From an optimization exercise on the open Yosys and OpenROAD flow, aimed at small area and a short achievable clock period; shortcuts taken in it are not production practice.
At most, simulation tests tie the RTL to the original design; equivalence was not proved.
Power figures rest on the tool's default switching activity, not on a simulated workload.

==> inputs of run a <==
==> flow/design.v <==
`default_nettype none
package deq_pkg;
  localparam int unsigned DATA_W   = 32;
  localparam int unsigned KIND_W   = 3;
  localparam int unsigned STATUS_W = 2;
  localparam int unsigned COUNT_W  = 5;
  localparam logic [KIND_W-1:0] KIND_PUSH_FRONT = 3'd0;
  localparam logic [KIND_W-1:0] KIND_PUSH_BACK  = 3'd1;
  localparam logic [KIND_W-1:0] KIND_POP_FRONT  = 3'd2;
  localparam logic [KIND_W-1:0] KIND_POP_BACK   = 3'd3;
  localparam logic [KIND_W-1:0] KIND_CLEAR      = 3'd4;
  localparam logic [STATUS_W-1:0] STATUS_DONE  = 2'd0;
  localparam logic [STATUS_W-1:0] STATUS_EMPTY = 2'd1;
  localparam logic [STATUS_W-1:0] STATUS_FULL  = 2'd2;
endpackage
`default_nettype wire
`default_nettype none
module deq_cell (
  input  wire                          clk,
  input  wire                          we,
  input  wire  [deq_pkg::DATA_W-1:0]   wdata,
  output logic [deq_pkg::DATA_W-1:0]   data
);
  always_ff @(posedge clk) begin
    if (we) data <= wdata;
  end
endmodule
`default_nettype wire
`default_nettype none
module double_ended_queue #(
  parameter int unsigned DEPTH = 16
) (
  input  wire                            clk,
  input  wire                            rst,
  input  wire                            req_valid,
  output logic                           req_ready,
  input  wire  [deq_pkg::KIND_W-1:0]     kind,
  input  wire  signed [deq_pkg::DATA_W-1:0] push_value,
  output logic                           rsp_valid,
  input  wire                            rsp_ready,
  output logic signed [deq_pkg::DATA_W-1:0] popped_value,
  output logic [deq_pkg::STATUS_W-1:0]   status,
  output logic [deq_pkg::COUNT_W-1:0]    count
);
  localparam int unsigned CNT_W = $clog2(DEPTH + 1);
  logic [deq_pkg::DATA_W-1:0] slot [DEPTH];
  logic [DEPTH-1:0]           we;
  logic [DEPTH-1:0]           rd_sel;
  logic [DEPTH-1:0]           front_oh;
  logic [DEPTH-1:0]           back_oh;
  logic [DEPTH-1:0]           front_dn;    
  logic [DEPTH-1:0]           front_up;    
  logic [DEPTH-1:0]           back_dn;
  logic [DEPTH-1:0]           back_up;
  logic [CNT_W-1:0]           held;
  logic [CNT_W-1:0]           held_next;
  logic                       full;
  logic                       empty;
  logic                       accept;
  logic                       is_push;
  logic                       is_pop;
  logic                       is_clear;
  logic                       push_ok;
  logic                       pop_ok;
  logic                       wr_front;
  logic                       wr_back;
  logic                       last_back;
  logic                       last_pop;
  logic                       rd_ok;
  logic [deq_pkg::DATA_W-1:0] popped_next;
  assign req_ready = !rsp_valid || rsp_ready;
  assign accept    = req_valid && req_ready;
  assign is_push  = (kind[2:1] == 2'b00);
  assign is_pop   = (kind[2:1] == 2'b01);
  assign is_clear = (kind == deq_pkg::KIND_CLEAR);
  assign full     = held[CNT_W-1];
  assign push_ok  = is_push && !full;
  assign pop_ok   = is_pop && !empty;
  assign wr_front = accept && push_ok && !kind[0];
  assign wr_back  = accept && push_ok && kind[0];
  assign front_dn = {front_oh[0], front_oh[DEPTH-1:1]};
  assign front_up = {front_oh[DEPTH-2:0], front_oh[DEPTH-1]};
  assign back_dn  = {back_oh[0], back_oh[DEPTH-1:1]};
  assign back_up  = {back_oh[DEPTH-2:0], back_oh[DEPTH-1]};
  genvar gi;
  generate
    for (gi = 0; gi < DEPTH; gi++) begin : g_slot
      assign we[gi]     = (wr_front && front_dn[gi]) || (wr_back && back_up[gi]);
      assign rd_sel[gi] = accept ? (kind[0] ? back_oh[gi] : front_oh[gi])
                                 : (last_back ? back_up[gi] : front_dn[gi]);
      deq_cell u_cell (
        .clk   (clk),
        .we    (we[gi]),
        .wdata (push_value),
        .data  (slot[gi])
      );
    end
  endgenerate
  always_comb begin
    popped_next = '0;
    for (int i = 0; i < DEPTH; i++) begin
      popped_next = popped_next | (slot[i] & {deq_pkg::DATA_W{rd_sel[i]}});
    end
    popped_next = popped_next & {deq_pkg::DATA_W{rd_ok}};
  end
  always_comb begin
    held_next = held;
    if (push_ok)       held_next = held + 1'b1;
    else if (pop_ok)   held_next = held - 1'b1;
    else if (is_clear) held_next = '0;
  end
  always_ff @(posedge clk) begin
    if (rst) begin
      front_oh  <= DEPTH'(1);
      back_oh   <= DEPTH'(1) << (DEPTH - 1);
      held      <= '0;
      empty     <= 1'b1;
      rsp_valid <= 1'b0;
    end else begin
      if (accept) begin
        rsp_valid <= 1'b1;
        held      <= held_next;
        empty     <= (held_next == '0);
        if (push_ok) begin
          if (kind[0]) back_oh  <= back_up;
          else         front_oh <= front_dn;
        end else if (pop_ok) begin
          if (kind[0]) back_oh  <= back_dn;
          else         front_oh <= front_up;
        end else if (is_clear) begin
          back_oh <= front_dn;
        end
      end else if (rsp_ready) begin
        rsp_valid <= 1'b0;
      end
    end
  end
  assign rd_ok = accept ? pop_ok : last_pop;
  always_ff @(posedge clk) begin
    popped_value <= popped_next;
  end
  always_ff @(posedge clk) begin
    if (accept) begin
      last_back    <= kind[0];
      last_pop     <= pop_ok;
      status[1]    <= is_push && full;
      status[0]    <= is_pop && empty;
    end
  end
  assign count = held;
endmodule
`default_nettype wire
==> flow/run.sh <==
#!/bin/bash
# synth_recipe.tcl (not shown) runs the flow's synth.tcl, then flattens the netlist and writes it again
# the make line also repeats each setting of config.mk as NAME=value (left out here)
make -C /OpenROAD-flow-scripts/flow DESIGN_CONFIG=/design/flow/config.mk WORK_HOME=/design/flow/orfs CLKGATE_MAP_FILE= SYNTH_SCRIPT=/design/flow/synth_recipe.tcl finish
==> flow/config.mk <==
export PLATFORM = sky130hd
export DESIGN_NAME = double_ended_queue
export DESIGN_NICKNAME = double_ended_queue
export VERILOG_FILES = /design/flow/design.v
export SDC_FILE = /design/flow/constraint.sdc
export NUM_CORES = 4
export LEC_CHECK = 0
export CAP_MARGIN = 20
export CORE_MARGIN = 2
export CORE_UTILIZATION = 40
export CTS_CLUSTER_DIAMETER = 80
export CTS_CLUSTER_SIZE = 30
export SETUP_SLACK_MARGIN = 2.2
export SLEW_MARGIN = 20
export TNS_END_PERCENT = 20
==> flow/constraint.sdc <==
create_clock -name core_clock -period 4.2 [get_ports {clk}]
set_input_delay 0.8400 -clock core_clock [delete_from_list [all_inputs] [get_ports {clk}]]
set_output_delay 0.8400 -clock core_clock [all_outputs]
set_load 0.01 [all_outputs]
==> inputs of run b, as changes to run a <==
--- a/flow/design.v
+++ b/flow/design.v
@@ -65,7 +65,4 @@
   logic                       wr_front;
   logic                       wr_back;
-  logic                       last_back;
-  logic                       last_pop;
-  logic                       rd_ok;
   logic [deq_pkg::DATA_W-1:0] popped_next;
   assign req_ready = !rsp_valid || rsp_ready;
@@ -87,6 +84,5 @@
     for (gi = 0; gi < DEPTH; gi++) begin : g_slot
       assign we[gi]     = (wr_front && front_dn[gi]) || (wr_back && back_up[gi]);
-      assign rd_sel[gi] = accept ? (kind[0] ? back_oh[gi] : front_oh[gi])
-                                 : (last_back ? back_up[gi] : front_dn[gi]);
+      assign rd_sel[gi] = kind[0] ? back_oh[gi] : front_oh[gi];
       deq_cell u_cell (
         .clk   (clk),
@@ -102,5 +98,5 @@
       popped_next = popped_next | (slot[i] & {deq_pkg::DATA_W{rd_sel[i]}});
     end
-    popped_next = popped_next & {deq_pkg::DATA_W{rd_ok}};
+    popped_next = popped_next & {deq_pkg::DATA_W{pop_ok}};
   end
   always_comb begin
@@ -136,12 +132,7 @@
     end
   end
-  assign rd_ok = accept ? pop_ok : last_pop;
-  always_ff @(posedge clk) begin
-    popped_value <= popped_next;
-  end
   always_ff @(posedge clk) begin
     if (accept) begin
-      last_back    <= kind[0];
-      last_pop     <= pop_ok;
+      popped_value <= popped_next;
       status[1]    <= is_push && full;
       status[0]    <= is_pop && empty;
==> inputs of run c, as changes to run a <==
==> flow/design.v, changed modules only <==
module double_ended_queue #(
  parameter int unsigned DEPTH = 16
) (
  input  wire                            clk,
  input  wire                            rst,
  input  wire                            req_valid,
  output logic                           req_ready,
  input  wire  [deq_pkg::KIND_W-1:0]     kind,
  input  wire  signed [deq_pkg::DATA_W-1:0] push_value,
  output logic                           rsp_valid,
  input  wire                            rsp_ready,
  output logic signed [deq_pkg::DATA_W-1:0] popped_value,
  output logic [deq_pkg::STATUS_W-1:0]   status,
  output logic [deq_pkg::COUNT_W-1:0]    count
);
  localparam int unsigned PTR_W = $clog2(DEPTH);
  localparam int unsigned CNT_W = $clog2(DEPTH + 1);
  logic [deq_pkg::DATA_W-1:0] slot [DEPTH];
  logic [DEPTH-1:0]           we;
  logic [DEPTH-1:0]           head_oh;
  logic [DEPTH-1:0]           tail_oh;
  logic [DEPTH-1:0]           rd_sel;
  logic [PTR_W-1:0]           head;
  logic [PTR_W-1:0]           tail;
  logic [CNT_W-1:0]           held;
  logic [CNT_W-1:0]           held_next;
  logic                       full;
  logic                       empty;
  logic                       accept;
  logic                       is_push;
  logic                       is_pop;
  logic                       push_ok;
  logic                       pop_ok;
  logic                       is_clear;
  logic                       wr_front;
  logic                       wr_back;
  logic                       rd_front;
  logic                       rd_back;
  logic [deq_pkg::DATA_W-1:0] popped_next;
  assign req_ready = !rsp_valid || rsp_ready;
  assign accept    = req_valid && req_ready;
  assign is_push  = (kind[2:1] == 2'b00);
  assign is_pop   = (kind[2:1] == 2'b01);
  assign is_clear = (kind == deq_pkg::KIND_CLEAR);
  assign push_ok  = is_push && !full;
  assign pop_ok   = is_pop && !empty;
  assign wr_front = accept && push_ok && !kind[0];
  assign wr_back  = accept && push_ok && kind[0];
  assign rd_front = pop_ok && !kind[0];
  assign rd_back  = pop_ok && kind[0];
  always_comb begin
    for (int i = 0; i < DEPTH; i++) begin
      head_oh[i] = (head == PTR_W'(i));
      tail_oh[i] = (tail == PTR_W'(i));
    end
  end
  genvar gi;
  generate
    for (gi = 0; gi < DEPTH; gi++) begin : g_slot
      assign we[gi] = (wr_front && head_oh[(gi + 1) % DEPTH]) || (wr_back && tail_oh[gi]);
      assign rd_sel[gi] = pop_ok && (kind[0] ? tail_oh[(gi + 1) % DEPTH] : head_oh[gi]);
      deq_cell u_cell (
        .clk   (clk),
        .we    (we[gi]),
        .wdata (push_value),
        .data  (slot[gi])
      );
    end
  endgenerate
  always_comb begin
    popped_next = '0;
    for (int i = 0; i < DEPTH; i++) begin
      popped_next = popped_next | (slot[i] & {deq_pkg::DATA_W{rd_sel[i]}});
    end
  end
  always_comb begin
    held_next = held;
    if (push_ok)       held_next = held + 1'b1;
    else if (pop_ok)   held_next = held - 1'b1;
    else if (is_clear) held_next = '0;
  end
  always_ff @(posedge clk) begin
    if (rst) begin
      head      <= '0;
      tail      <= '0;
      held      <= '0;
      empty     <= 1'b1;
      full      <= 1'b0;
      rsp_valid <= 1'b0;
    end else begin
      if (accept) begin
        rsp_valid <= 1'b1;
        held      <= held_next;
        empty     <= (held_next == '0);
        full      <= held_next[CNT_W-1];
        if (push_ok) begin
          if (kind[0]) tail <= tail + 1'b1;
          else         head <= head - 1'b1;
        end else if (pop_ok) begin
          if (kind[0]) tail <= tail - 1'b1;
          else         head <= head + 1'b1;
        end else if (is_clear) begin
          tail <= head;
        end
      end else if (rsp_ready) begin
        rsp_valid <= 1'b0;
      end
    end
  end
  always_ff @(posedge clk) begin
    if (accept) begin
      popped_value <= popped_next;
      status[1]    <= is_push && full;
      status[0]    <= is_pop && empty;
      count        <= held_next;
    end
  end
endmodule
- CTS_CLUSTER_DIAMETER: 80 -> default
- CTS_CLUSTER_SIZE: 30 -> default
- SETUP_SLACK_MARGIN: 2.2 -> 1.8
- TNS_END_PERCENT: 20 -> default
==> inputs of run d, as changes to run a <==
--- a/flow/design.v
+++ b/flow/design.v
@@ -65,7 +65,4 @@
   logic                       wr_front;
   logic                       wr_back;
-  logic                       last_back;
-  logic                       last_pop;
-  logic                       rd_ok;
   logic [deq_pkg::DATA_W-1:0] popped_next;
   assign req_ready = !rsp_valid || rsp_ready;
@@ -87,6 +84,5 @@
     for (gi = 0; gi < DEPTH; gi++) begin : g_slot
       assign we[gi]     = (wr_front && front_dn[gi]) || (wr_back && back_up[gi]);
-      assign rd_sel[gi] = accept ? (kind[0] ? back_oh[gi] : front_oh[gi])
-                                 : (last_back ? back_up[gi] : front_dn[gi]);
+      assign rd_sel[gi] = kind[0] ? back_oh[gi] : front_oh[gi];
       deq_cell u_cell (
         .clk   (clk),
@@ -102,5 +98,5 @@
       popped_next = popped_next | (slot[i] & {deq_pkg::DATA_W{rd_sel[i]}});
     end
-    popped_next = popped_next & {deq_pkg::DATA_W{rd_ok}};
+    popped_next = popped_next & {deq_pkg::DATA_W{pop_ok}};
   end
   always_comb begin
@@ -136,12 +132,7 @@
     end
   end
-  assign rd_ok = accept ? pop_ok : last_pop;
-  always_ff @(posedge clk) begin
-    popped_value <= popped_next;
-  end
   always_ff @(posedge clk) begin
     if (accept) begin
-      last_back    <= kind[0];
-      last_pop     <= pop_ok;
+      popped_value <= popped_next;
       status[1]    <= is_push && full;
       status[0]    <= is_pop && empty;
- TNS_END_PERCENT: 20 -> default
==> impl_metrics.yaml <==
pwr:
  pwr_density_cell_nw_per_um2: 400
  finalPower_mw: 10.8
setup_path:
  path_buf_inv: 1
synthesis:
  synth_edf_count: 546
sta:
  finalWorstSetupSlack_ns: 2.04
run_status:
  run_status: "timing/DRC/antenna clean"
floorplanning:
  tapCellCount: 704
layout:
  fin_nets: 1501
That was run d.
==> impl_metrics.yaml <==
layout:
  fin_nets: 1446
pwr:
  finalPower_mw: 10.4
  pwr_density_cell_nw_per_um2: 401
floorplanning:
  tapCellCount: 704
synthesis:
  yosys.area_share.simple_pct: 4.52
global_route:
  top_usage_layer: "met2"
sta:
  finalWorstSetupSlack_ns: 2.08
min_path:
  hold_path_end: "held[4]"
placed_design:
  dp_slack_ns: 0.753
run_status:
  run_status: "timing/DRC/antenna clean"
That was run b.
==> impl_metrics.yaml <==
pwr:
  finalPower_mw: 11.5
  pwr_density_cell_nw_per_um2: 431
layout:
  fin_nets: 1435
  nMultiInputCombCells: 542
synthesis:
  synth_seq_cells: 566
  synth_edf_count: 551
sta:
  skew_ns: 0.0201
clocking:
  clk-insertion-delay-late_ns: 0.60
setup_path:
  path_buf_inv: 4
detailed_routing:
  routedWlPerCell_um: 27.3
run_status:
  run_status: "timing/DRC/antenna clean"
floorplanning:
  tapCellCount: 688
That was run c.
==> impl_metrics.yaml <==
run_status:
  run_status: "timing/DRC/antenna clean"
synthesis:
  synth_edf_count: 515
  synth.distinct_cells: 46
  syn_avg_cell_area_sq_um: 16.1
  synth_top_family_by_area: "compound AO/OA/AOI/OAI gates"
setup_path:
  path_buf_inv: 4
placed_design:
  dp_hpwl_mm: 32.3
sta:
  finalWorstSetupSlack_ns: 1.88
pwr:
  pwr_density_cell_nw_per_um2: 389
  finalPower_mw: 11.0
floorplanning:
  initial_core_util_pct: 40.4
  tapCellCount: 696
That was run a.
Function not checked in run a and run c: the RTL went through the layout flow alone.

## afterwards: timing with drivers on the ports
Ports are ideal in the flow. The routed layouts listed here were re-timed in OpenROAD.
Step 1, drivers: a clkbuf_16 drives clk and a buf_2 each remaining input, both assumed.
Step 2 times the ports against the registers' clock, not the clock port: input delays grow and output delays shrink by t, the midpoint of the rising clock arrivals with the driver on.
Slacks: ideal ports / drivers / drivers and shift; pairs: ideal ports / drivers.
run	shift t [ns]	setup slack, ns	latest minus earliest clock arrival (ns)
run a	0.665	1.879 / 1.835 / 1.275	0.060 / 0.060
run b	0.667	2.080 / 1.971 / 1.304	0.040 / 0.040
run c	0.643	1.769 / 1.797 / 1.162	0.027 / 0.027
run d	0.678	2.038 / 1.975 / 1.397	0.045 / 0.046
After both steps every run listed still meets setup and hold. For run b, which loses most, drivers alone change the setup slack by -0.109 ns; drivers and shift together by -0.776 ns.
